This is an optimization exercise on Yosys and OpenROAD, whose aim is small area, not a production implementation. Function was checked by simulation only, so behaviour that the tests miss may differ from the original. Power and IR drop assume default switching activity.

old:
## clockSyncTop
module clockSyncTop #(
    parameter int clkRate = 50_000,
    parameter int debounceTicks = 200,
    parameter int toleranceTicks = 1_000,
    parameter int detectRange = 3_000,
    parameter int dacCountsPerHz = 35,
    parameter int spiHalfTicks = 2
) (
    input  logic clk,
    input  logic rstN,
    input  logic csrStrobe,
    input  logic ppsPrimary,
    input  logic ppsSecondary,
    input  logic offsetBinary,
    input  csrPkg::csrCommand_t command,
    output csrPkg::syncStatus_t status,
    output syncPkg::dacValue_t dacReadback,
    output logic ppsStrobe,
    output logic SPI_CLK,
    output logic SPI_SYNCn,
    output logic SPI_SDI
);
export LEC_CHECK = 0
export CAP_MARGIN = 20
export CORE_MARGIN = 2
export CORE_UTILIZATION = 40
export PLACE_DENSITY = 0.6
export SLEW_MARGIN = 20
create_clock -name core_clock -period 10.0 [get_ports {clk}]
standard.sh (not shown) runs the stock make flow with config.mk's settings and CLKGATE_MAP_FILE= SYNTH_SCRIPT=/design/flow/synth_recipe.tcl, a recipe that flattens the netlist after the stock synthesis.
==> flow/flow/run.sh <==
#!/bin/bash
# The standard layout (standard.sh, unchanged synthesis) with two changes:
# - each port gets the platform's smallest buffer (buf_1) as its port buffer
# - clock tree synthesis builds its tree from clkbuf_8 and adds no dummy loads
set -euo pipefail
export BUFFER_PORTS_ARGS="-buffer_cell sky130_fd_sc_hd__buf_1"
export CTS_ARGS="-sink_clustering_enable -repair_clock_nets -dont_use_dummy_load -buf_list sky130_fd_sc_hd__clkbuf_8"
bash standard.sh > standard.log 2>&1
Looking at the reports, old completed the entire flow and the layout it produced met the timing, DRC and antenna checks.
## Diff of input files: new against old
--- a/flow/design.v
+++ b/flow/design.v
@@ -243,20 +243,18 @@
     localparam int slowKiShift = scaleShift - 8;
     localparam int slowStep = slowKpShift - slowKiShift;
     localparam int fastStep = fastKpShift - fastKiShift;
     localparam int baseWidth = stepWidth + slowStep;
     localparam int triWidth = baseWidth + 2;
     localparam int mulWidth = baseWidth + 5;
     localparam int sumWidth = 27;
     localparam int lowWidth = scaleShift;
     localparam int highWidth = sumWidth - lowWidth;
-    localparam int triBase = baseWidth - gateWidth - 1;
-    localparam int triTop = triBase + triWidth - dacWidth - 2;
     logic [gateWidth-1:0] gateCount;
     logic [gateWidth-1:0] gateNext;
     logic [errWidth-1:0] gateNeg;
     logic [unlockWidth-1:0] unlockCounter;
     logic [unlockWidth-1:0] unlockNext;
     logic earlyOverflow;
     logic lateOverflow;
     logic signed [errWidth-1:0] phaseErr;
     logic signed [errWidth-1:0] phaseErrOld;
@@ -269,20 +267,22 @@
     assign dacValue = dacScaled[scaleShift +: dacWidth];
     assign phaseError = 24'(phaseErr);
     assign running = pllEnable && hwPpsValid;
     rcInc #(.W(gateWidth)) u_gateInc (.a(gateCount), .cin(1'b1), .sum(gateNext));
     assign gateNeg = ~{1'b0, gateCount};
     rcInc #(.W(unlockWidth)) u_unlockInc (.a(unlockCounter), .cin(1'b1), .sum(unlockNext));
     logic signed [stepWidth-1:0] errorStep;
     logic [baseWidth-1:0] stepShifted;
     logic [baseWidth-1:0] baseNow;
+    logic [baseWidth-1:gateWidth+1] baseTop;
     logic signed [baseWidth-1:0] base;
     logic [triWidth-1:0] triNow;
+    logic [triWidth-1:dacWidth+1] triTop;
     syncPkg::dacValue_t loadHold;
     logic signed [triWidth-1:0] tri3;
     logic signed [mulWidth-1:0] mul;
     logic signed [dacWidth-1:0] dacHigh;
     logic [lowWidth-1:0] mulLow;
     logic [lowWidth-1:0] sumLow;
     logic sumLowCarry;
     logic [highWidth-1:0] mulHigh;
     logic [highWidth-1:0] sumHigh;
@@ -313,30 +313,30 @@
     assign baseB = (baseWidth - 1)'(baseWidth'(phaseErr) >> 1);
     rcAdd #(.W(baseWidth - 1)) u_base (
         .a(baseA),
         .b(baseB),
         .cin(1'b0),
         .sum(baseNow[baseWidth-1:1]),
         .cout()
     );
     assign baseNow[0] = phaseErr[0];
-    assign base = {phaseErrOld[baseWidth-gateWidth-2:0], gateCount, phaseErr[0]};
+    assign base = {baseTop, gateCount, phaseErr[0]};
     assign triA = (triWidth - 1)'(triWidth'(base) >> 1);
     assign triB = (triWidth - 1)'(base);
     rcAdd #(.W(triWidth - 1)) u_tri (
         .a(triA),
         .b(triB),
         .cin(1'b0),
         .sum(triNow[triWidth-1:1]),
         .cout()
     );
     assign triNow[0] = base[0];
-    assign tri3 = {phaseErrOld[triTop:triBase], loadHold, phaseErr[0]};
+    assign tri3 = {triTop, loadHold, phaseErr[0]};
     assign mulA = (mulWidth - 5)'(mulWidth'(tri3) >> 5);
     assign mulB = (mulWidth - 5)'(base);
     rcAdd #(.W(mulWidth - 5)) u_mul (
         .a(mulA),
         .b(mulB),
         .cin(1'b0),
         .sum(mul[mulWidth-1:5]),
         .cout()
     );
@@ -360,18 +360,20 @@
         .sum(sumHigh),
         .cout()
     );
     assign nextScaled = {sumHigh, dacScaled[lowWidth-1:0]};
     assign overMax = !nextScaled[sumWidth-1] &&
         ((|nextScaled[sumWidth-2:23]) ||
          ((&nextScaled[22:scaleShift]) && (|nextScaled[scaleShift-1:0])));
     assign underMin = nextScaled[sumWidth-1] && !(&nextScaled[sumWidth-2:23]);
     always_ff @(posedge clk) begin
+        baseTop <= baseNow[baseWidth-1:gateWidth+1];
+        triTop <= triNow[triWidth-1:dacWidth+1];
         if (pllState == awaitMultiply) begin
             loadHold <= triNow[dacWidth:1];
         end else begin
             loadHold <= dacLoadValue;
         end
     end
     always_ff @(posedge clk) begin
         case (pllState)
             awaitHwPps: begin
@@ -380,40 +382,32 @@
                 end else if (earlyOverflow && hwStrobe) begin
                     gateCount <= gateWidth'(1);
                 end else if (!earlyOverflow) begin
                     gateCount <= gateNext;
                 end
             end
             awaitLateHwPps: begin
                 gateCount <= gateNext;
             end
-            computeAction: begin
+            computeAction, awaitMultiply: begin
                 gateCount <= baseNow[gateWidth:1];
             end
-            awaitMultiply: begin
-            end
             awaitAccumulate: begin
-                gateCount[highWidth-errWidth:0] <= {mulHigh[highWidth-errWidth-1:0], sumLowCarry};
+                gateCount <= {baseNow[gateWidth:highWidth-errWidth+2], mulHigh[highWidth-errWidth-1:0], sumLowCarry};
             end
             default: begin
                 gateCount <= gateWidth'(detectRange - 1);
             end
         endcase
         case (pllState)
             initialize: begin
                 phaseErrOld <= '0;
             end
-            computeAction: begin
-                phaseErrOld[triBase-1:0] <= baseNow[baseWidth-1:gateWidth+1];
-            end
-            awaitMultiply: begin
-                phaseErrOld[triTop:triBase] <= triNow[triWidth-1:dacWidth+1];
-            end
             awaitAccumulate: begin
                 phaseErrOld <= mulHigh[highWidth-1:highWidth-errWidth];
             end
             applyDelta: begin
                 phaseErrOld <= phaseErr;
             end
             default: begin
             end
         endcase
## What came out
- Relative to old, new degrades cell internal power dissipation.
- Sequential fraction of total cell area in new is 1.2 points above old.
- Re all-layer global routing usage: new is 0.64 points down on old.
- new: full flow OK, the timing, DRC and antenna checks passed
- When the final numbers for new and old were put side by side, the transition time at the pin with the least slew margin turned out to be greater in old.
- For the routing usage on met2, new came in 1.6 points lower than old did.
- Final hold slack of old is on par with new.
- new vs old: combined flip-flop and latch cell area up by a few percent
- On endpoint required time on the critical path, new and old are neck and neck.
- As far as insertion delay to the later sink of the worst-skew pair is concerned, new and old perform about the same.
- Between new and old, the final cell count figures differ only marginally.
- Violation count after the first detailed-route iteration: new worse than old
- Comparing the two runs side by side, new comes out behind old on post-layout worst setup margin.

[what the ideal ports hide]
Ports are ideal in the flow. The routed layouts listed here were re-timed in OpenROAD.
Step 1, drivers: a clkbuf_16 drives clk and a buf_2 each remaining input, both assumed.
Step 2, shift: input delay + t, output delay - t, t = (earliest + latest rising clock arrival at the registers) / 2. This alone moves slack from input paths to output paths.
a / b / c = no drivers / after step 1 / after step 2; a / b = the first two.
run | t, ns | setup WS [ns] | cell pins on the clock port's net
old | 0.506 | 0.901 / 0.901 / 0.901 | 1
new | 0.518 | 0.869 / 0.869 / 0.869 | 1
After both steps setup and hold are still met in every run listed.
